What follows belongs to an exercise in optimizing a design on an open flow for small area and a short achievable clock period; a production flow would make more cautious choices. At most, simulation tests tie the RTL to the original design; equivalence was not proved. The RTL of run 5 was laid out without a check of its function. No activity file was given, so power comes from the tool's default toggle rates.

==> flow/design.v (outline; a module is shown in full before it is edited, if it fits) <==
// module fpmul_prep: 22 lines
// module fpmul_tree_0: 2656 lines
// module fpmul_tree_1: 240 lines
// module fpmul_fa: 10 lines
// module fpmul_han: 9 lines
// module fpmul_xnor2: 7 lines
// module fpmul_or2: 7 lines
// module fpmul_normalize: 13 lines
// module fpmul_round: 56 lines
// module fpmul_top: 71 lines
module fpmul_top (
	input  logic                  clk,
	input  logic                  rst,
	input  logic                  in_valid,
	input  logic [31:0]           a,
	input  logic [31:0]           b,
	output logic                  out_valid,
	output fpmul_pkg::fpmul_out_t out
);
  // ...
==> flow/run.sh <==
#!/bin/bash
# synth_recipe.tcl (not shown) runs the flow's synth.tcl, then flattens the netlist and writes it again
# the make line also repeats each setting of config.mk as NAME=value (left out here)
make -C /OpenROAD-flow-scripts/flow DESIGN_CONFIG=/design/flow/config.mk WORK_HOME=/design/flow/orfs CLKGATE_MAP_FILE= SYNTH_SCRIPT=/design/flow/synth_recipe.tcl finish
==> flow/config.mk <==
export PLATFORM = sky130hd
export DESIGN_NAME = fpmul_top
export DESIGN_NICKNAME = fpmul_top
export VERILOG_FILES = /design/flow/design.v
export SDC_FILE = /design/flow/constraint.sdc
export NUM_CORES = 4
export LEC_CHECK = 0
export CAP_MARGIN = 20
export CORE_MARGIN = 2
export CORE_UTILIZATION = 40
export SETUP_SLACK_MARGIN = 4.0
export SLEW_MARGIN = 20
export SYNTH_HIERARCHICAL = 1
export SYNTH_MINIMUM_KEEP_SIZE = 0
export TNS_END_PERCENT = 5
==> flow/constraint.sdc <==
create_clock -name core_clock -period 7.5 [get_ports {clk}]
set_input_delay 1.5000 -clock core_clock [delete_from_list [all_inputs] [get_ports {clk}]]
set_output_delay 1.5000 -clock core_clock [all_outputs]
set_load 0.01 [all_outputs]
==> run summary, run 1 <==
- Result of the run: timing/DRC/antenna clean
- The via count of the first global-routing pass was 19,920.
- Gate family responsible for the most delay along the worst path: adder cells
- Power group with the highest consumption: combinational cells
- Summing all multi-input logic gate instances after layout gives 0.01806 mm2.
* Routed length on met2: 32.66 mm
- Drt first pass iters: 5
- VDD IR-drop max: 0.3288 mV
- Sequential cells account for 19.1% of the total power.
- Number of sinks on the clock net: 273
* Part of the Yosys area used for sequential elements: 20.50%
- Initial antenna violation count: 1
* Normalized max-slew margin: 18.09%
* Mean area per synthesized cell: 10.25 um2
- For this design, the CTS-stage hold fixing added 0 buffers.
- Most instantiated cells after synthesis: sky130_fd_sc_hd__nand2_1 (641), sky130_fd_sc_hd__fa_1 (491), sky130_fd_sc_hd__dfxtp_1 (273), sky130_fd_sc_hd__buf_4 (215), sky130_fd_sc_hd__inv_1 (123)
- Maximum number of pins on one net before global-route repair: 27
* Xor/xnor share of the synthesized area: 3.384%
- Global routing consumed, on the met3 layer, 5.102% of the routing resources.
- The number of slew-limit violations in the final report was 0.
- The longest clock path from root to sink contains 3 buffers.
* Distinct cell type count after synthesis: 86
* Resized Gates After CTS: 22
- Cell kind with the greatest summed area: multi-input gates
- Clock tree synthesis selected as its root buffer the cell sky130_fd_sc_hd__clkbuf_16.
- Worst-path cell chain: buf_4 > nand2_1 > fa_1 > fa_1 > fa_1 > fa_1 > fa_1
- STA puts the critical path data arrival time at 3.93 ns.
* Critical Path Sink Type: register
- Measured against the total synthesized area, the mux share comes to 0.7462%.
- Placer's final routability congestion estimate: 0.8990
- Period utilisation layout: 46.80%
- Summing over every cut layer, the via total after detailed routing is 18,140.
- Synthesis warning total: 8
- Buf+Inv Stages, Crit Path: 1
* Critical Path Source: r1_fa[14]
==> run 2: changes to the inputs <==
--- a/flow/config.mk
+++ b/flow/config.mk
@@ -8,8 +8,8 @@
 export CAP_MARGIN = 20
 export CORE_MARGIN = 2
 export CORE_UTILIZATION = 40
+export PLACE_DENSITY = 0.75
 export SETUP_SLACK_MARGIN = 4.0
 export SLEW_MARGIN = 20
 export SYNTH_HIERARCHICAL = 1
 export SYNTH_MINIMUM_KEEP_SIZE = 0
-export TNS_END_PERCENT = 5
==> run 2 against run 1 <==
Largest cell class unchanged. Critical endpoint unchanged. Clock power is 11% lower. Design area barely moved. Still clean on timing, DRC and antenna. Highest routed layer unchanged. Die area stayed put. Global-route usage shrank 1.6 points.
==> run summary, run 2 <==
- Result of the run: timing/DRC/antenna clean (unchanged)
- The layout filler cell count came to 6,160 (was 6,245).
- Largest registers: r2_mid: 118 flops, r4_out: 36 flops, r3_hi: 26 flops (unchanged).
* Die height: 262.2 um (unchanged)
* Clock power share: 11.8% (was 13.5%)
- Clock-pin slew of the registers on the worst-case setup and hold paths: 0.06 ns (about the same)
* Type of the tightest min-delay check: register to register (unchanged)
- Initial antenna violation count: 1 (unchanged)
- H-Tree Level Count: 1 (was 2)
- The leakage power was 10.55 nW (was 10.56 nW).
* Overall global routing resource usage: 19.69% (was 21.33%)
* I/O pin total: 104 (unchanged)
- The critical path class was register to register (unchanged).
- The final routed wire length divided by cell count was 19.86 um (was 21.31 um).
* Post-synth design cell area: 0.02666 mm2 (unchanged)
- Total Routed Length: 66.56 mm (was 71.47 mm)
- The core footprint was 0.06586 mm2 (unchanged).
* Number of input and output port buffers inserted: 103 (unchanged)
* Distinct cell type count after synthesis: 86 (unchanged)
- The number of flops mapped to enable cells by yosys was 0 (unchanged).
* Cell type with the highest aggregate area in the netlist: sky130_fd_sc_hd__fa_1 (unchanged)
- The number of hold violations in the final report was 0 (unchanged).
* Maximum fanout encountered on the critical timing path: 24 (unchanged)
- Peak Freq: 291.3 MHz (was 284.9 MHz)
* Placer's final routability congestion estimate: 0.9158 (was 0.8990)
* Number of storage elements in the synthesis netlist: 273 (unchanged)
- The total clock sinks is 273 (unchanged).
* Share of async-settable or async-resettable flops after synthesis: 0% (unchanged)
- Setup clock skew after layout: 0.02445 ns (was 0.02003 ns)
* Count leader, synth: sky130_fd_sc_hd__nand2_1 (unchanged)
- First-pass GRT wire length: 105.5 mm (was 111.8 mm)
* Minimum period implied by the final worst setup slack: 3.433 ns (was 3.510 ns)
* Combinational Power Share: 69.3% (was 67.4%)
* Most instantiated cells after synthesis: sky130_fd_sc_hd__nand2_1 (641), sky130_fd_sc_hd__fa_1 (491), sky130_fd_sc_hd__dfxtp_1 (273), sky130_fd_sc_hd__buf_4 (215), sky130_fd_sc_hd__inv_1 (123) (unchanged)
* Share of cells above drive strength 1: 7.918% (was 7.229%)
- Leading cell type in the layout, fill and taps excluded: sky130_fd_sc_hd__nand2_1 (unchanged)
- Register bank with the most flops: r2_mid (unchanged)
- The antenna diode count was 0 (unchanged).
- The maximum buffer depth of the clock tree was 3 (unchanged).
- The global route total overflow came to 0 (unchanged).
- The switching share of power is 47.87% (was 47.63%).
* Violation count after the first detailed-routing iteration: 1,674 (was 1,514)
* Post-detailed-route via-to-cell ratio: 5.461 (was 5.408)
* Synthesis warning total: 8 (unchanged)
- The sequential power share is 18.9% (was 19.1%).
- The cell at the root of the clock tree is sky130_fd_sc_hd__clkbuf_16 (unchanged).
- The area share of the leading cell type in the synthesized netlist came to 36.87% (unchanged).
- The worst slew slack as a fraction of its limit was 34.41% (was 18.09%).
- The total of max-cap violations came to 0 (unchanged).
* Initial cell density of the core: 40.48% (unchanged)
* TritonCTS clock tree: yes (unchanged)
- The number of core rows is 94 (unchanged).
- Setup repair after global routing missed its margin: yes (unchanged)
- The final period utilization is 45.77% (was 46.80%).
* Die width: 262.2 um (unchanged)
- The endpoint arrival time on the critical path came to 3.90 ns (was 3.93 ns).
- The slew of the pin with the lowest slew margin is 0.9802 ns (was 1.217 ns).
- Most frequent cells in the layout: sky130_fd_sc_hd__nand2_1 (639), sky130_fd_sc_hd__fa_1 (489), sky130_fd_sc_hd__dfxtp_1 (269) (was sky130_fd_sc_hd__nand2_1 (641), sky130_fd_sc_hd__fa_1 (491), sky130_fd_sc_hd__dfxtp_1 (267))
* Max-slew violations: 0 (unchanged)
- Part of the Yosys area used for sequential elements: 20.50% (unchanged)
- Internal power: 0.006757 W (was 0.006698 W)
- Power density of the placed cells: 466.0 mW/mm2 (was 460.2 mW/mm2)
- CP Launch Type: register (unchanged)
- Setup-failing EPs final: 0 (unchanged)
* Area contributors post-synth: sky130_fd_sc_hd__fa_1 (37%), sky130_fd_sc_hd__dfxtp_1 (20%), sky130_fd_sc_hd__nand2_1 (9.0%) (unchanged)
- The aggregate negative setup slack was 0 ns (unchanged).
- The required arrival time at the worst endpoint was 7.97 ns (was 7.92 ns).
* Via count of the first global-routing pass: 19,570 (was 19,920)
- Switching component of the power: 0.006205 W (was 0.006092 W)
* Inserted Clock Buffers: 30 (was 34)
- Fin nets: 3,115 (was 3,114)
- The signed area change from the synthesized netlist to the final layout came to 4.332% (was 4.243%).
- Critical Path Sink Type: register (unchanged)
- Maximum number of pins on one net before global-route repair: 25 (was 27)
* Insertion delay to the later sink of the worst-skew pair: 0.59 ns (was 0.55 ns)
- Most used flip-flop cell after synthesis: sky130_fd_sc_hd__dfxtp_1 (unchanged)
* VDD IR-drop max: 0.3717 mV (was 0.3288 mV)
- Max FFs per register: 118 (unchanged)
* Mean area per synthesized cell: 10.25 um2 (unchanged)
- The number of DRC violations after detailed routing was 0 (unchanged).
* Die Footprint: 0.06873 mm2 (unchanged)
- Drt first pass iters: 8 (was 5)
* Cell count after synthesis: 2,601 (unchanged)
* Total via count after detailed routing: 18,310 (was 18,140)
* Final design instance area without fill: 0.02782 mm2 (was 0.02779 mm2)
- Area after DPL: 0.02632 mm2 (was 0.02633 mm2)
- The detailed placement HPWL was 46.15 mm (was 50.48 mm).
* Remaining antenna violation count after routing: 0 (unchanged)
==> run 2: cell counts after synthesis <==
No cell type changed its count.
==> run 2: repair_timing <==
item | CTS | global route
pin swaps | 1 | 17
setup endpoints to repair | 111 | 57
hold buffers | 0 | 0
cloned | 2 | 0
resized for setup | 23 | 49
buffers inserted | 5 | 8
==> run 2: final timing paths <==
check        startpoint    endpoint  slack, ns  depth (start not counted)
max reg2reg   r1_fb[16]  r2_mid[82]       4.07                          7
min reg2reg  r2_info[6]  r3_info[6]       0.32                          0
max           r1_fb[16]  r2_mid[82]       4.07                          7
min          r2_info[6]  r3_info[6]       0.32                          0
==> run 2: cell type report <==
class	count	area [um2]	share of cell area, %
Multi-Input combinational cell	1873	18150	65.25
Tap cell	864	1081	3.886
Clock buffer	40	859.6	3.090
Timing Repair Buffer	165	1619	5.821
Clock inverter	14	166.4	0.5983
Sequential cell	273	5478	19.69
Inverter	123	461.7	1.660
==> run 2: critical path, cell delays in order (launching register included) <==
cell                      delay (ns)
sky130_fd_sc_hd__dfxtp_1        0.30
sky130_fd_sc_hd__buf_4          0.39
sky130_fd_sc_hd__nand2_1        0.14
sky130_fd_sc_hd__fa_1           0.51
sky130_fd_sc_hd__fa_1           0.46
sky130_fd_sc_hd__fa_1           0.45
sky130_fd_sc_hd__fa_1           0.54
sky130_fd_sc_hd__fa_1           0.51
==> run 2: kinds of logic after synthesis <==
logic type | after synthesis | share of synthesized area [%]
AOI/OAI and AO/OA | 248 | 7.002
xor gates and xnor gates | 103 | 3.384
adders and majority gates | 582 | 41.14
buffers and inverters | 475 | 12.55
DFF | 273 | 20.50
muxes | 19 | 0.7462
other | 2 | 0.02817
and+or+nand+nor | 899 | 14.65
==> run 2: per-layer routing <==
metal / GRT usage [%] / share of wire, % / wire, um
met5: 0.6250 / 0.12 / 80
met4: 7.941 / 5.0 / 3340
met2: 31.77 / 45 / 29660
met1: 24.68 / 38 / 25160
met3: 5.903 / 13 / 8327
==> run 2: per-module statistics from Yosys (local to each module, per instance), a selection <==
module | flip-flops and latches | cell area (um2) | times used
fpmul_prep | 0 | 643.1 | 1
fpmul_tree_1 | 0 | 724.4 | 1
fpmul_tree_0 | 0 | 4129 | 1
fpmul_normalize | 0 | 3278 | 1
fpmul_or2 | 0 | 6.256 | 16
fpmul_round | 0 | 2342 | 1
fpmul_xnor2 | 0 | 8.758 | 16
fpmul_top | 273 | 5494 | 1
fpmul_fa | 0 | 20.02 | 490
==> run 2: through the flow <==
stage / setup WS [ns] / util [%] / hold slack (ns) / power [W] / cells
finish: 4.067 / 42.23 / 0.3211 / 0.01296 / 3352
CTS: 3.987 / 41.86 / 0.3190 / 0.01248 / 3344
global placement: 2.974 / 39.96 / 0.3098 / 0.01062 / 3283
detailed placement: 3.114 / 39.97 / 0.3121 / 0.01079 / 3283
floorplan: 4.237 / - / 0.3096 / 0.01014 / 2621
global route: 3.978 / 42.23 / 0.3293 / 0.01409 / 3352
==> run 2: power by group through the flow <==
| stage | Clock [W] | Combinational, W | Sequential [W] |
|---|---|---|---|
| 2_1_floorplan | 0 | 0.00776 | 0.00238 |
| 3_3_place_gp | 0 | 0.00815 | 0.00247 |
| 3_5_place_dp | 0 | 0.00831 | 0.00248 |
| 4_1_cts | 0.00156 | 0.00847 | 0.00245 |
| 5_1_grt | 0.00161 | 0.00997 | 0.00251 |
| 6_report | 0.00153 | 0.00898 | 0.00245 |
==> run 3: changes to the inputs <==
--- a/flow/config.mk
+++ b/flow/config.mk
@@ -8,7 +8,6 @@
 export CAP_MARGIN = 20
 export CORE_MARGIN = 2
 export CORE_UTILIZATION = 40
-export PLACE_DENSITY = 0.75
 export SETUP_SLACK_MARGIN = 4.0
 export SLEW_MARGIN = 20
 export SYNTH_HIERARCHICAL = 1
==> run 3 against run 2 <==
Critical path type unchanged. Combinational power is 1% higher. Fmax is 0.12% lower. Flip-flop and latch count stayed put. Design area is 0.98% higher. Largest power group unchanged. Worst hold slack hardly changed. Still clean on timing, DRC and antenna. Critical endpoint is now r2_mid[48]. Clock skew is 0.0026 ns lower.
==> run summary, run 3 <==
* Area contributors post-synth: sky130_fd_sc_hd__fa_1 (37%), sky130_fd_sc_hd__dfxtp_1 (20%), sky130_fd_sc_hd__nand2_1 (9.0%) (unchanged)
- Post-synth design cell area: 0.02666 mm2 (unchanged)
- Number of failing hold endpoints at the final stage: 0 (unchanged)
- The number of core rows was 94 (unchanged).
- Violation count after the first detailed-routing iteration: 1,481 (was 1,674)
* Fin nets: 3,120 (was 3,115)
* Crit-path most repeated cell: sky130_fd_sc_hd__fa_1 (unchanged)
- The final number of setup-violating endpoints is 0 (unchanged).
- The type of destination of the critical path is a register (unchanged).
- Share of cells above drive strength 1: 8.454% (was 7.918%)
* Setup repair after global routing missed its margin: no (was yes)
- The clock tree from TritonCTS was yes (unchanged).
* Worst-path cell chain: buf_4 > nand2_1 > fa_1 > fa_1 > fa_1 > fa_1 > fa_1 (unchanged)
- Setup slack of the worst register-to-register path: 4.06 ns (was 4.07 ns)
* Part of the Yosys area used for sequential elements: 20.50% (unchanged)
* Count leader, synth: sky130_fd_sc_hd__nand2_1 (unchanged)
- Launch instance of the worst register-to-register path: r1_fb[12] (was r1_fb[16])
- Worst-margin pin slew: 1.324 ns (was 0.9802 ns)
- The post-synthesis async set-or-reset flop share came to 0% (unchanged).
* Setup clock skew after layout: 0.02182 ns (was 0.02445 ns)
* Number of fillers in the final layout: 6,209 (was 6,160)
- Relative area change from synthesis to final layout: 5.350% (was 4.332%)
- Sequential cell area in the final layout: 0.005488 mm2 (was 0.005478 mm2)
- The critical path class is register to register (unchanged).
- The global route total overflow is 0 (unchanged).
* Internal power: 0.006950 W (was 0.006757 W)
- The maximum buffer depth of the clock tree is 3 (unchanged).
- The maximum fanout along the worst path came to 24 (unchanged).
* Highest cell delay on the worst timing path: 0.59 ns (was 0.54 ns)
- The final weighted congestion of routability-driven global placement is 0.8990 (was 0.9158).
- Normalized max-slew margin: 10.90% (was 34.41%)
- The highest-delay cell along the critical path was sky130_fd_sc_hd__fa_1 (unchanged).
* First-pass GRT wire length: 111.8 mm (was 105.5 mm)
- The via count of the first global-routing pass is 19,940 (was 19,570).
* Critical R2R Capture: r2_mid[48] (was r2_mid[82])
- Most instantiated cells after synthesis: sky130_fd_sc_hd__nand2_1 (641), sky130_fd_sc_hd__fa_1 (491), sky130_fd_sc_hd__dfxtp_1 (273), sky130_fd_sc_hd__buf_4 (215), sky130_fd_sc_hd__inv_1 (123) (unchanged)
- Most frequent cells in the layout: sky130_fd_sc_hd__nand2_1 (639), sky130_fd_sc_hd__fa_1 (488), sky130_fd_sc_hd__dfxtp_1 (267) (was sky130_fd_sc_hd__nand2_1 (639), sky130_fd_sc_hd__fa_1 (489), sky130_fd_sc_hd__dfxtp_1 (269))
- The initial core utilization was 40.48% (unchanged).
* VDD IR-drop max: 0.3814 mV (was 0.3717 mV)
- Switching portion of total power: 47.49% (was 47.87%)
- The share of total power in combinational logic was 68.5% (was 69.3%).
- The pin count of the biggest net entering global routing was 27 (was 25).
- The top cell type by total area after synthesis is sky130_fd_sc_hd__fa_1 (unchanged).
- The part of the power in the clock network came to 13.0% (was 11.8%).
- The instance count of the mapped netlist was 2,601 (unchanged).
- Post-detailed-route via-to-cell ratio: 5.410 (was 5.461)
- Minimum period implied by the final worst setup slack: 3.437 ns (was 3.433 ns)
- The warning count from the yosys run is 8 (unchanged).
* Die height: 262.2 um (unchanged)
- The antenna diode count came to 0 (unchanged).
* Die Footprint: 0.06873 mm2 (unchanged)
* Gate family responsible for the most delay along the worst path: adder cells (unchanged)
- Power density of the placed cells: 471.3 mW/mm2 (was 466.0 mW/mm2)
- The final period utilization is 45.83% (was 45.77%).
* Drt first pass iters: 6 (was 8)
- The register ranked first by flip-flop count is r2_mid (unchanged).
- Peak Freq: 291.0 MHz (was 291.3 MHz)
- The routed wire length came to 71.57 mm (was 66.56 mm).
- Insertion delay to the later sink of the worst-skew pair: 0.55 ns (was 0.59 ns)
- Wire per inst: 21.30 um (was 19.86 um)
* Placeable core area: 0.06586 mm2 (unchanged)
- Overall global routing resource usage: 21.34% (was 19.69%)
- Type of the tightest min-delay check: register to register (unchanged)
- DRC: 0 (unchanged)
* Max FFs per register: 118 (unchanged)
* Post-CTS Hold Fix Bufs: 0 (unchanged)
* Switching component of the power: 0.006287 W (was 0.006205 W)
* Leading cell type in the layout, fill and taps excluded: sky130_fd_sc_hd__nand2_1 (unchanged)
- Sequential power share: 18.5% (was 18.9%)
* Number of cells on the worst reg-to-reg path: 7 (unchanged)
* Largest registers: r2_mid: 118 flops, r4_out: 36 flops, r3_hi: 26 flops (unchanged)
* Hold Path Origin: r1_info[2] (was r2_info[6])
- Area occupied by multi-input gates: 0.01820 mm2 (was 0.01815 mm2)
* Remaining antenna violation count after routing: 0 (unchanged)
- The sum of buffers and inverters on the critical path is 1 (unchanged).
- Most used flip-flop cell after synthesis: sky130_fd_sc_hd__dfxtp_1 (unchanged)
- The CTS clock-pin slew for the worst setup and hold paths is 0.06 ns (about the same).
- The number of flops mapped to enable cells by yosys came to 0 (unchanged).
- The leakage power came to 10.65 nW (was 10.55 nW).
- Number of sinks on the clock net: 273 (unchanged)
- The post-route worst hold slack was 0.3210 ns (was 0.3211 ns).
- The number of slew-limit violations in the final report is 0 (unchanged).
* I/O pin total: 104 (unchanged)
- Total via count after detailed routing: 18,180 (was 18,310)
- The number of buffers created by CTS came to 34 (was 30).
- Detailed Place HPWL: 50.48 mm (was 46.15 mm)
* Arrival time at the worst endpoint: 3.87 ns (was 3.90 ns)
- The capture endpoint of the worst hold path is r2_info[2] (was r3_info[6]).
- Number of storage elements in the synthesis netlist: 273 (unchanged)
* Initial antenna violation count: 1 (unchanged)
- Hold Path Stages: 0 (unchanged)
* Required arrival time at the worst endpoint: 7.93 ns (was 7.97 ns)
* Cell at the root of the clock tree: sky130_fd_sc_hd__clkbuf_16 (unchanged)
- The H-tree depth came to 2 (was 1).
- CP Launch Type: register (unchanged)
* Number of maximum-capacitance constraint violations: 0 (unchanged)
* Core Util, Final: 42.64% (was 42.23%)
- Number of input and output port buffers inserted: 103 (unchanged)
- Distinct cell type count after synthesis: 86 (unchanged)
- Die width: 262.2 um (unchanged)
- The per-instance average area after synthesis is 10.25 um2 (unchanged).
* Result of the run: timing/DRC/antenna clean (unchanged)
* Post-Route Setup TNS: 0 ns (unchanged)
- Area share of the leading cell type in the synthesized netlist: 36.87% (unchanged)
==> run 3: changes by cell type in the layout (fill, tap and decap cells not counted), moves of 3 or more <==
cell | previous run | this run
sky130_fd_sc_hd__buf_4 | 44 | 28
sky130_fd_sc_hd__clkinv_2 | 5 | 2
sky130_fd_sc_hd__inv_6 | 0 | 4
sky130_fd_sc_hd__clkbuf_16 | 31 | 38
sky130_fd_sc_hd__buf_6 | 14 | 31
sky130_fd_sc_hd__a21oi_1 | 69 | 65
sky130_fd_sc_hd__dfxtp_4 | 3 | 6
==> run 3: final cells by class <==
type,count,area share [%]
Multi-Input combinational cell,1873,64.79
Clock inverter,16,0.6771
Tap cell,864,3.849
Timing Repair Buffer,166,5.920
Clock buffer,45,3.582
Sequential cell,273,19.54
Inverter,123,1.644
==> run 3: worst max path at each step <==
stage / start / end / slack [ns] / cells past startpoint
CTS: r3_hi[25] / r4_out[8] / 3.88 / 11
global placement: b[1] / r1_info[1] / 2.86 / 5
global route: r2_mid[27] / r3_hi[25] / 3.99 / 12
floorplan: r3_hi[25] / r4_out[24] / 4.24 / 13
finish: r1_fb[12] / r2_mid[48] / 4.06 / 7
detailed placement: r3_hi[25] / r4_out[8] / 2.79 / 13
==> run 3: power groups by stage <==
| stage | clock network (W) | registers, W | logic [W] |
|---|---|---|---|
| 3_3_place_gp | 0 | 0.00249 | 0.00828 |
| 4_1_cts | 0.00177 | 0.00245 | 0.00858 |
| 5_1_grt | 0.00182 | 0.00251 | 0.0101 |
| 2_1_floorplan | 0 | 0.00238 | 0.00776 |
| 3_5_place_dp | 0 | 0.00249 | 0.00839 |
| 6_report | 0.00172 | 0.00245 | 0.00907 |
==> run 3: stage by stage <==
| step | instance area, um2 | worst slack (ns) | cells | power [W] |
|---|---|---|---|---|
| floorplan | 26740 | 4.237 | 2621 | 0.01014 |
| detailed placement | 26330 | 2.794 | 3283 | 0.01088 |
| CTS | 27730 | 3.882 | 3350 | 0.01280 |
| finish | 28090 | 4.063 | 3360 | 0.01324 |
| global placement | 26310 | 2.862 | 3282 | 0.01077 |
| global route | 28090 | 3.988 | 3360 | 0.01441 |
==> run 3: per-module statistics from Yosys, one instance, submodules excluded, a selection <==
module           flip-flops and latches  cell area [um2]  times used  cells
fpmul_tree_0                          0             4129           1    790
fpmul_or2                             0            6.256          16      1
fpmul_top                           273             5494           1    278
fpmul_xnor2                           0            8.758          16      1
fpmul_tree_1                          0            724.4           1     97
fpmul_prep                            0            643.1           1     87
fpmul_normalize                       0             3278           1    499
fpmul_round                           0             2342           1    328
fpmul_fa                              0            20.02         490      1
==> run 3: what timing repair did <==
action | 4_1_cts | 5_1_grt
setup endpoints to repair | 90 | 62
resized for setup | 29 | 70
endpoints found under the hold margin | 0 | 0
setup buffers | 5 | 9
pin swaps | 2 | 18
gates cloned | 1 | 1
==> run 3: logic make-up (layout without fill, tap and decap cells) <==
kind of cell / after synthesis / count (layout) / share of synthesized area (%)
AOI/OAI and AO/OA: 248 / 248 / 7.002
xor gates and xnor gates: 103 / 103 / 3.384
adders and majority gates: 582 / 582 / 41.14
buffers and inverters: 475 / 350 / 12.55
DFF: 273 / 273 / 20.50
muxes: 19 / 19 / 0.7462
other: 2 / 22 / 0.02817
and+or+nand+nor: 899 / 899 / 14.65
==> run 3: metal layers <==
layer	GRT usage, %	wire length (um)
met5	0	12
met4	9.040	3579
met2	34.42	32420
met1	27.50	28600
met3	5.102	6964
==> run 3: worst register-to-register path, stage by stage (launching register included) <==
cell and delay [ns]:
sky130_fd_sc_hd__dfxtp_1 0.30, sky130_fd_sc_hd__buf_4 0.42, sky130_fd_sc_hd__nand2_1 0.18, sky130_fd_sc_hd__fa_1 0.59, sky130_fd_sc_hd__fa_1 0.46, sky130_fd_sc_hd__fa_1 0.49
sky130_fd_sc_hd__fa_1 0.42, sky130_fd_sc_hd__fa_1 0.47
==> run 4: changes to the inputs <==
--- a/flow/config.mk
+++ b/flow/config.mk
@@ -8,6 +8,7 @@
 export CAP_MARGIN = 20
 export CORE_MARGIN = 2
 export CORE_UTILIZATION = 40
+export CTS_BUF_LIST = sky130_fd_sc_hd__clkbuf_4 sky130_fd_sc_hd__clkbuf_8
 export SETUP_SLACK_MARGIN = 4.0
 export SLEW_MARGIN = 20
 export SYNTH_HIERARCHICAL = 1
==> run 4 against run 3 <==
Global-route usage rose by 0.051 points. Worst hold slack got worse by 0.029 ns. Largest cell class unchanged. Wire length increased by 0.21%. Still clean. Core utilization is 0.29 points lower.
==> run summary, run 4 <==
- Result of the run: timing/DRC/antenna clean (unchanged).
* Inserted Clock Buffers: 51 (was 34)
- The final routed wire length divided by cell count is 21.18 um (was 21.30 um).
* Distinct cell type count after synthesis: 86 (unchanged)
- The via count of the first global-routing pass came to 20,090 (was 19,940).
- The vertical die dimension is 262.2 um (unchanged).
- FP Rows: 94 (unchanged)
- The number of hold violations in the final report was 0 (unchanged).
* Most instantiated cells after synthesis: sky130_fd_sc_hd__nand2_1 (641), sky130_fd_sc_hd__fa_1 (491), sky130_fd_sc_hd__dfxtp_1 (273), sky130_fd_sc_hd__buf_4 (215), sky130_fd_sc_hd__inv_1 (123) (unchanged)
- The final weighted congestion of routability-driven global placement is 0.8990 (unchanged).
- Peak Freq: 291.5 MHz (was 291.0 MHz)
* Share of cells above drive strength 1: 9.159% (was 8.454%)
- The via density per instance was 5.409 (was 5.410).
- The combinational family with the most area after synthesis is adder cells (unchanged).
* Number of input and output port buffers inserted: 103 (unchanged)
- Number of cells on the worst reg-to-reg path: 7 (unchanged)
- Worst-path cell chain: buf_4 > nand2_1 > fa_1 > fa_1 > fa_1 > fa_1 > fa_1 (unchanged).
- Core Util, Final: 42.36% (was 42.64%)
- Fraction of the mapped netlist area in compound gates: 7.002% (unchanged)
* Setup clock skew after layout: 0.04350 ns (was 0.02182 ns)
* Cell type with the highest aggregate area in the netlist: sky130_fd_sc_hd__fa_1 (unchanged)
- Post-synth design cell area: 0.02666 mm2 (unchanged)
- The fraction of the yosys area taken by sequential cells was 20.50% (unchanged).
- The critical path class was register to register (unchanged).
- The number of flip-flops under the largest register name is 118 (unchanged).
- The detailed router's first-iteration violation count came to 1,430 (was 1,481).
* Number of fillers in the final layout: 6,243 (was 6,209)
- The most common flop cell mapped by yosys is sky130_fd_sc_hd__dfxtp_1 (unchanged).
- Lkg Pwr: 10.61 nW (was 10.65 nW)
* Largest registers: r2_mid: 118 flops, r4_out: 36 flops, r3_hi: 26 flops (unchanged)
- Power density of the placed cells: 461.9 mW/mm2 (was 471.3 mW/mm2)
* VDD IR-drop max: 0.3312 mV (was 0.3814 mV)
- Internal power: 0.006716 W (was 0.006950 W)
- The endpoint arrival time on the critical path was 3.93 ns (was 3.87 ns).
- Sequential power share: 19.0% (was 18.5%)
- The detailed placement HPWL came to 50.48 mm (unchanged).
* Minimum period implied by the final worst setup slack: 3.431 ns (was 3.437 ns)
* Cell count after synthesis: 2,601 (unchanged)
- Hold Path Sink: r3_info[5] (was r2_info[2])
- The maximum fanout along the worst path was 24 (unchanged).
* Initial antenna violation count: 2 (was 1)
- Area occupied by multi-input gates: 0.01812 mm2 (was 0.01820 mm2)
* Area share of the leading cell type in the synthesized netlist: 36.87% (unchanged)
- The cell at the root of the clock tree is sky130_fd_sc_hd__clkbuf_8 (was sky130_fd_sc_hd__clkbuf_16).
- The number of nets at the end of the flow was 3,134 (was 3,120).
- Maximum number of pins on one net before global-route repair: 27 (unchanged)
- Most frequent cells in the layout: sky130_fd_sc_hd__nand2_1 (640), sky130_fd_sc_hd__fa_1 (489), sky130_fd_sc_hd__dfxtp_1 (267) (was sky130_fd_sc_hd__nand2_1 (639), sky130_fd_sc_hd__fa_1 (488), sky130_fd_sc_hd__dfxtp_1 (267)).
* Highest cell delay on the worst timing path: 0.56 ns (was 0.59 ns)
- Sequential cell area in the final layout: 0.005488 mm2 (unchanged)
- Critical Path Sink Type: register (unchanged)
- Area contributors post-synth: sky130_fd_sc_hd__fa_1 (37%), sky130_fd_sc_hd__dfxtp_1 (20%), sky130_fd_sc_hd__nand2_1 (9.0%) (unchanged).
- Number of maximum-capacitance constraint violations: 0 (unchanged)
* Relative area change from synthesis to final layout: 4.641% (was 5.350%)
- Setup-failing EPs final: 0 (unchanged)
- Drt first pass iters: 6 (unchanged)
* Switching component of the power: 0.006169 W (was 0.006287 W)
- Overall global routing resource usage: 21.39% (was 21.34%)
* Synthesis warning total: 8 (unchanged)
* Register bank with the most flops: r2_mid (unchanged)
- Die Footprint: 0.06873 mm2 (unchanged)
* Setup repair after global routing missed its margin: yes (was no)
- The CTS clock-pin slew for the worst setup and hold paths is 0.06 ns (about the same).
- Switching portion of total power: 47.88% (was 47.49%)
- Placeable core area: 0.06586 mm2 (unchanged)
- The post-detailed-route count of antenna-violating nets came to 0 (unchanged).
* Critical R2R Capture: r2_mid[82] (was r2_mid[48])
* DRC: 0 (unchanged)
- The die boundary width came to 262.2 um (unchanged).
* Worst-margin pin slew: 1.143 ns (was 1.324 ns)
- The post-layout worst setup margin is 4.069 ns (was 4.063 ns).
- The cell occurring most often along the worst timing path is sky130_fd_sc_hd__fa_1 (unchanged).
- Hold Path Origin: r2_info[5] (was r1_info[2])
- The worst reg2reg path startpoint was r1_fb[20] (was r1_fb[12]).
* Post-Route Setup TNS: 0 ns (unchanged)
* Combinational Power Share: 68.9% (was 68.5%)
- Slowest-stage cell, CP: sky130_fd_sc_hd__fa_1 (unchanged)
* Mean area per synthesized cell: 10.25 um2 (unchanged)
* Cell count after placement: 3,283 (unchanged)
- The slack of the worst reg-to-reg path was 4.07 ns (was 4.06 ns).
- Insertion delay to the later sink of the worst-skew pair: 0.64 ns (was 0.55 ns)
- Clock power share: 12.2% (was 13.0%)
- Initial cell density of the core: 40.48% (unchanged)
- The minimum setup slack after placement came to 2.794 ns (unchanged).
* Total via count after detailed routing: 18,320 (was 18,180)
- Max-slew violations: 0 (unchanged)
- TritonCTS clock tree: yes (unchanged)
- The number of register bits inferred by synthesis was 273 (unchanged).
* Number of sinks on the clock net: 273 (unchanged)
- The worst slew slack as a fraction of its limit came to 23.08% (was 10.90%).
- The H-tree depth came to 2 (unchanged).
- The depth of the worst hold-timing path was 0 (unchanged).
- Type of the tightest min-delay check: register to register (unchanged)
- The filler-free cell count of the finished design was 3,387 (was 3,360).
- The routed wire length came to 71.72 mm (was 71.57 mm).
* Buf+Inv Stages, Crit Path: 1 (unchanged)
* Period utilisation layout: 45.75% (was 45.83%)
* Post-synth EDFFs: 0 (unchanged)
- The global route total overflow is 0 (unchanged).
- The number of I/O pins was 104 (unchanged).
- The cell family contributing the most delay on the critical path was adder cells (unchanged).
- The wire length of the first global-routing pass came to 112.2 mm (was 111.8 mm).
* Adder and majority cell fraction of the synthesized area: 41.14% (unchanged)
- Post-CTS Hold Fix Bufs: 0 (unchanged)
- Largest buffer count on any clock path: 3 (unchanged)
* Required arrival time at the worst endpoint: 8.00 ns (was 7.93 ns)
* Synthesized-area fraction occupied by and/or/nand/nor cells: 14.65% (unchanged)
- The xor-xnor portion of the synthesized cell area was 3.384% (unchanged).
- Count leader, synth: sky130_fd_sc_hd__nand2_1 (unchanged)
* CP Launch Type: register (unchanged)
- The most common cell after layout, fill and taps aside is sky130_fd_sc_hd__nand2_1 (unchanged).
* Mux contribution to synthesized area: 0.7462% (unchanged)
* Share of async-settable or async-resettable flops after synthesis: 0% (unchanged)
[run 4: how the worst max path moves through the flow]
stage                    start    endpoint  slack, ns  depth (start not counted)
finish               r1_fb[20]  r2_mid[82]       4.07                          7
CTS                  r3_hi[25]   r4_out[8]       3.80                         11
global placement          b[1]  r1_info[1]       2.86                          5
global route        r2_mid[34]   r3_hi[23]       3.99                         12
detailed placement   r3_hi[25]   r4_out[8]       2.79                         13
floorplan            r3_hi[25]  r4_out[24]       4.24                         13
[run 4: logic make-up (layout without fill, tap and decap cells)]
family                   count (synthesis)  after routing
AO/OA/AOI/OAI                          248            248
XOR/XNOR                               103            103
adder cells (fa/ha/maj)                582            582
buffers and inverters                  475            376
flip-flops                             273            273
multiplexers                            19             19
other                                    2             23
AND/OR/NAND/NOR                        899            899
[run 4: through the flow]
stage               area, um2  power, W  hold slack [ns]
floorplan               26740   0.01014           0.3096
global placement        26310   0.01077           0.3135
CTS                     27700   0.01277           0.2920
detailed placement      26330   0.01088           0.3121
finish                  27900   0.01289           0.2922
global route            27900   0.01409           0.3088
[run 4: layout make-up]
| cell class | count | share of cell area, % |
|---|---|---|
| well taps | 864 | 3.875 |
| clock inverters | 16 | 0.6055 |
| flip-flops and latches | 273 | 19.67 |
| repair buffers | 163 | 5.821 |
| inverters | 123 | 1.655 |
| clock buffers | 74 | 3.426 |
| diodes | 1 | 0.008970 |
| multi-input cells | 1873 | 64.94 |
[run 4: power by group through the flow]
| stage | sequential [W] | combinational, W | clock, W |
|---|---|---|---|
| floorplan | 0.00238 | 0.00776 | 0 |
| global placement | 0.00249 | 0.00828 | 0 |
| detailed placement | 0.00249 | 0.00839 | 0 |
| CTS | 0.00245 | 0.00869 | 0.00163 |
| global route | 0.00251 | 0.00990 | 0.00168 |
| finish | 0.00245 | 0.00887 | 0.00157 |
[run 4: modules after synthesis, one instance, submodules excluded, a selection]
module / cell area [um2] / copies in the design / cells inside
fpmul_top: 5494 / 1 / 278
fpmul_tree_0: 4129 / 1 / 790
fpmul_normalize: 3278 / 1 / 499
fpmul_round: 2342 / 1 / 328
fpmul_tree_1: 724.4 / 1 / 97
fpmul_prep: 643.1 / 1 / 87
fpmul_fa: 20.02 / 490 / 1
fpmul_xnor2: 8.758 / 16 / 1
fpmul_or2: 6.256 / 16 / 1
[run 4: routing by layer]
metal	track usage [%]	vias to the layer above	routed length, um
li1	-	7826	-
met1	27.02	9199	28070
met2	34.75	986	32890
met3	5.102	308	7125
met4	9.903	2	3618
met5	0	-	12
[run 4: timing repair]
| item | 4_1_cts | 5_1_grt |
|---|---|---|
| cloned | 1 | 0 |
| gates resized for setup | 36 | 44 |
| pin swaps | 6 | 7 |
| setup buffers | 7 | 5 |
| setup endpoints to repair | 88 | 57 |
==> module fpmul_normalize, before the edit <==
module fpmul_normalize (
	input  logic [47:0] sn,
	input  logic [47:0] cn,
	output logic [25:0] hi,      
	output logic        lo_nz    
);
	logic [47:0] s, c, p;
	assign s  = ~sn;
	assign c  = ~cn;
	assign p  = s + c;
	assign hi = p[47:22];
	assign lo_nz = ((s[21:0] ^ c[21:0]) != {s[20:0] | c[20:0], 1'b0});
endmodule
==> run 5: changes to the inputs <==
--- a/flow/design.v
+++ b/flow/design.v
@@ -3018,7 +3018,7 @@
 	logic [47:0] s, c, p;
 	assign s  = ~sn;
 	assign c  = ~cn;
-	assign p  = s + c;
+	assign p  = ~(sn + cn + 48'd1);
 	assign hi = p[47:22];
 	assign lo_nz = ((s[21:0] ^ c[21:0]) != {s[20:0] | c[20:0], 1'b0});
 endmodule
--- a/flow/config.mk
+++ b/flow/config.mk
@@ -8,7 +8,6 @@
 export CAP_MARGIN = 20
 export CORE_MARGIN = 2
 export CORE_UTILIZATION = 40
-export CTS_BUF_LIST = sky130_fd_sc_hd__clkbuf_4 sky130_fd_sc_hd__clkbuf_8
 export SETUP_SLACK_MARGIN = 4.0
 export SLEW_MARGIN = 20
 export SYNTH_HIERARCHICAL = 1
==> run 5 against run 4 <==
Still clean. Worst hold slack gained 0.033 ns. Sequential share of layout area grew 0.12 points. Worst setup slack worse by 0.23 ns. Wire length fell by 1.7%. Synthesized area shrank 1.8%. Via count fell by 3.7%. Total power increased by 3.4%. Register-to-register slack got worse by 0.23 ns. Sequential power hardly changed. Global-route usage is 0.10 points higher. Die area fell by 1.8%. Critical path type unchanged.
==> run summary, run 5 <==
- The number of flops mapped to enable cells by yosys is 0 (unchanged).
- Result of the run: timing/DRC/antenna clean (unchanged).
- Post-CTS Hold Fix Bufs: 0 (unchanged)
- The final weighted congestion of routability-driven global placement is 0.8937 (was 0.8990).
- The number of iterations in the first detailed-routing pass was 5 (was 6).
- Detailed Place HPWL: 49.01 mm (was 50.48 mm)
- Most frequent cells in the layout: sky130_fd_sc_hd__nand2_1 (631), sky130_fd_sc_hd__fa_1 (505), sky130_fd_sc_hd__dfxtp_1 (269) (was sky130_fd_sc_hd__nand2_1 (640), sky130_fd_sc_hd__fa_1 (489), sky130_fd_sc_hd__dfxtp_1 (267))
- The instance count of the mapped netlist came to 2,455 (was 2,601).
* Top metal layer carrying routed signals: met4 (was met5)
- Area contributors post-synth: sky130_fd_sc_hd__fa_1 (39%), sky130_fd_sc_hd__dfxtp_1 (21%), sky130_fd_sc_hd__nand2_1 (9.0%) (was sky130_fd_sc_hd__fa_1 (37%), sky130_fd_sc_hd__dfxtp_1 (20%), sky130_fd_sc_hd__nand2_1 (9.0%))
* Placeable core area: 0.06458 mm2 (was 0.06586 mm2)
* Final design instance area without fill: 0.02766 mm2 (was 0.02790 mm2)
- The slew of the pin with the lowest slew margin was 0.7942 ns (was 1.143 ns).
- Number of sinks on the clock net: 273 (unchanged)
- Max FFs per register: 118 (unchanged)
* Remaining antenna violation count after routing: 0 (unchanged)
- The number of I/O pins came to 104 (unchanged).
* First-pass GRT wire length: 111.2 mm (was 112.2 mm)
* Arrival time at the worst endpoint: 4.08 ns (was 3.93 ns)
* Overall global routing resource usage: 21.49% (was 21.39%)
* Required arrival time at the worst endpoint: 7.92 ns (was 8.00 ns)
* Routed length on met2: 32.52 mm (was 32.89 mm)
- Lkg Pwr: 10.00 nW (was 10.61 nW)
- The detailed-route wire length on metal 1 came to 28.30 mm (was 28.07 mm).
* Distinct cell type count after synthesis: 81 (was 86)
- The number of register bits inferred by synthesis is 273 (unchanged).
- Minimum period implied by the final worst setup slack: 3.662 ns (was 3.431 ns)
- The layout cell share with drive strength beyond 1 is 9.218% (was 9.159%).
- Power density of the placed cells: 481.7 mW/mm2 (was 461.9 mW/mm2)
- Number of cells on the worst reg-to-reg path: 12 (was 7)
- The maximum buffer depth of the clock tree was 3 (unchanged).
- The met3 wire length is 6.771 mm (was 7.125 mm).
- Clock-pin slew of the registers on the worst-case setup and hold paths: 0.06 ns (about the same)
- The initial core utilization was 40.53% (was 40.48%).
- The post-synthesis async set-or-reset flop share was 0% (unchanged).
- Largest registers: r2_mid: 118 flops, r4_out: 36 flops, r3_hi: 26 flops (unchanged)
- The critical path class is register to register (unchanged).
- The leading cell type by number of instances after synthesis was sky130_fd_sc_hd__nand2_1 (unchanged).
* Number of failing hold endpoints at the final stage: 0 (unchanged)
* DRC: 0 (unchanged)
- The maximum fanout along the worst path was 3 (was 24).
- FP Rows: 93 (was 94)
- Inserted Clock Buffers: 35 (was 51)
- Die Footprint: 0.06749 mm2 (was 0.06873 mm2)
- The warning count from the yosys run came to 8 (unchanged).
- Die height: 259.8 um (was 262.2 um)
* Post-detailed-route via-to-cell ratio: 5.478 (was 5.409)
* Area share of the leading cell type in the synthesized netlist: 39.09% (was 36.87%)
- The initial antenna violation count came to 0 (was 2).
- The die boundary width was 259.8 um (was 262.2 um).
- The aggregate negative setup slack is 0 ns (unchanged).
- The highest clock rate came to 273.1 MHz (was 291.5 MHz).
- The pin count of the biggest net entering global routing is 25 (was 27).
- The via count is 17,650 (was 18,320).
- The routed wire length came to 70.47 mm (was 71.72 mm).
* VDD IR-drop max: 0.3257 mV (was 0.3312 mV)
* TritonCTS clock tree: yes (unchanged)
- The post-layout worst setup margin was 3.838 ns (was 4.069 ns).
- Via count of the first global-routing pass: 19,920 (was 20,090)
- Post-synth design cell area: 0.02617 mm2 (was 0.02666 mm2)
- Most instantiated cells after synthesis: sky130_fd_sc_hd__nand2_1 (631), sky130_fd_sc_hd__fa_1 (511), sky130_fd_sc_hd__dfxtp_1 (273), sky130_fd_sc_hd__buf_4 (219), sky130_fd_sc_hd__buf_6 (102) (was sky130_fd_sc_hd__nand2_1 (641), sky130_fd_sc_hd__fa_1 (491), sky130_fd_sc_hd__dfxtp_1 (273), sky130_fd_sc_hd__buf_4 (215), sky130_fd_sc_hd__inv_1 (123)).
- Normalized max-slew margin: 46.61% (was 23.08%)
* Most used flip-flop cell after synthesis: sky130_fd_sc_hd__dfxtp_1 (unchanged)
- Leading cell type in the layout, fill and taps excluded: sky130_fd_sc_hd__nand2_1 (unchanged)
* Violation count after the first detailed-routing iteration: 1,207 (was 1,430)
- The global route total overflow was 0 (unchanged).
- The H-tree depth was 2 (unchanged).
* Cell type with the highest aggregate area in the netlist: sky130_fd_sc_hd__fa_1 (unchanged)
- Setup slack at placement: 3.064 ns (was 2.794 ns)
- The per-instance average area after synthesis came to 10.66 um2 (was 10.25 um2).
- The worst-case clock skew was 0.02484 ns (was 0.04350 ns).
* CP Launch Type: register (unchanged)
- Area after DPL: 0.02582 mm2 (was 0.02633 mm2)
- Sequential cell area in the final layout: 0.005473 mm2 (was 0.005488 mm2)
* Type of the tightest min-delay check: register to register (unchanged)
* Wire per inst: 21.88 um (was 21.18 um)
- Area occupied by multi-input gates: 0.01807 mm2 (was 0.01812 mm2)
- The fraction of the yosys area taken by sequential cells came to 20.88% (was 20.50%).
* Register bank with the most flops: r2_mid (unchanged)
* Hold Path Stages: 0 (unchanged)
- The final number of setup-violating endpoints is 0 (unchanged).
* Relative area change from synthesis to final layout: 5.670% (was 4.641%)
* Setup repair after global routing missed its margin: yes (unchanged)
- The layout filler cell count was 6,045 (was 6,243).
* Number of input and output port buffers inserted: 103 (unchanged)
- The number of nets at the end of the flow is 2,989 (was 3,134).
* Cell at the root of the clock tree: sky130_fd_sc_hd__clkbuf_16 (was sky130_fd_sc_hd__clkbuf_8)
- The total of max-cap violations is 0 (unchanged).
* Insertion delay to the later sink of the worst-skew pair: 0.56 ns (was 0.64 ns)
* Critical Path Sink Type: register (unchanged)
* Period utilisation layout: 48.83% (was 45.75%)
- The number of slew-limit violations in the final report is 0 (unchanged).
==> run 5: logic make-up after synthesis <==
| group | synth area share, % |
|---|---|
| simple gates | 14.81 |
| fa+ha+maj | 42.48 |
| buf+inv | 11.67 |
| flops | 20.88 |
| compound gates | 6.545 |
| xor+xnor | 2.778 |
| mux | 0.7983 |
| other cells | 0.02869 |
==> run 5: power breakdown <==
group | total [W] | switching [W] | internal, W
logic | 0.00924 | 0.00513 | 0.00412
registers | 0.00245 | 0.000370 | 0.00208
clock network | 0.00163 | 0.000666 | 0.000963
==> run 5: through the flow <==
step	util [%]	power (W)	std cells	hold slack, ns
after detailed placement	39.99	0.01090	3131	0.3121
after CTS	42.24	0.01297	3203	0.3254
after floorplan	-	0.01027	2475	0.3096
after global routing	42.82	0.01455	3220	0.3288
after global placement	39.97	0.01077	3130	0.3110
final	42.82	0.01332	3221	0.3251
==> run 5: worst paths after layout <==
check | startpoint | endpoint | slack [ns]
hold / removal | r2_info[3] | r3_info[3] | 0.33
setup / recovery | r2_mid[49] | r3_hi[22] | 3.84
setup reg to reg | r2_mid[49] | r3_hi[22] | 3.84
hold reg to reg | r2_info[3] | r3_info[3] | 0.33
==> run 5: what timing repair did <==
item	4_1_cts	5_1_grt
endpoints found under the hold margin	0	0
setup endpoints to repair	76	51
gates cloned	2	1
gates resized for setup	46	60
buffers inserted	8	16
pin swaps	14	15
==> run 5: layout make-up <==
class / instances / share of cell area (%)
multi-input combinational: 1820 / 65.33
sequential: 273 / 19.79
timing repair buffer: 181 / 6.564
tap: 855 / 3.868
clock buffer: 47 / 3.547
clock inverter: 15 / 0.4976
inverter: 29 / 0.3936
antenna: 1 / 0.009048
==> run 5: Yosys stat by module (local to each module, per instance), a selection <==
module	cells	flops+latches	times used	cell area (um2)
fpmul_tree_1	97	0	1	724.4
fpmul_fa	1	0	490	20.02
fpmul_or2	1	0	16	6.256
fpmul_prep	87	0	1	643.1
fpmul_xnor2	1	0	16	8.758
fpmul_tree_0	790	0	1	4129
fpmul_round	328	0	1	2342
fpmul_normalize	353	0	1	2790
fpmul_top	278	273	1	5494
==> run 5: per-layer routing <==
layer	GRT usage [%]	vias up
met5	0	-
met4	8.812	0
li1	-	7492
met3	5.400	235
met1	27.40	9007
met2	34.88	911
==> run 5: worst max-delay path, stage by stage, from the launching register on <==
cell and delay, ns:
sky130_fd_sc_hd__dfxtp_2 0.32, sky130_fd_sc_hd__fa_1 0.55, sky130_fd_sc_hd__fa_1 0.46, sky130_fd_sc_hd__ha_4 0.30, sky130_fd_sc_hd__nand4_4 0.10, sky130_fd_sc_hd__or4_4 0.45
sky130_fd_sc_hd__or3_4 0.36, sky130_fd_sc_hd__o41ai_4 0.06, sky130_fd_sc_hd__buf_4 0.19, sky130_fd_sc_hd__nor3_4 0.05, sky130_fd_sc_hd__o41ai_4 0.41, sky130_fd_sc_hd__a31oi_1 0.15
sky130_fd_sc_hd__xor2_1 0.15

-- port drivers added, routing unchanged --
The flow's constraints put no driver on any port. The routed layouts listed below were extracted and timed again, unchanged, in two steps. Step 1 (the two cells are an assumption about what drives the block):
set clk [get_ports {clk}]
set_driving_cell -lib_cell sky130_fd_sc_hd__clkbuf_16 $clk
set_driving_cell -lib_cell sky130_fd_sc_hd__buf_2 [delete_from_list [all_inputs] $clk]
Step 2 moves the port delays by t, midway between the first and last clock arrival at a register: inputs arrive t later, outputs are due t later. That takes back most of the time a late clock gives input paths. Slacks: ideal / step 1 / step 2; pairs: ideal / step 1.
run	t (ns)	setup WS [ns]	hold slack, ns	worst setup path after step 2	pins driven straight from the clock port
run 1	0.597	3.990 / 3.990 / 3.739	0.321 / 0.321 / 0.321	input to register	1
run 2	0.633	4.067 / 4.067 / 3.505	0.321 / 0.321 / 0.321	input to register	1
run 3	0.599	4.063 / 4.063 / 3.655	0.321 / 0.321 / 0.321	input to register	1
run 4	0.668	4.069 / 4.069 / 3.772	0.292 / 0.292 / 0.292	input to register	1
run 5	0.599	3.838 / 3.838 / 3.733	0.325 / 0.325 / 0.325	input to register	1
After both steps every run listed still meets setup and hold. The setup slack of run 2, which loses most, moves by 0.000 ns with the drivers and by -0.562 ns with both steps.
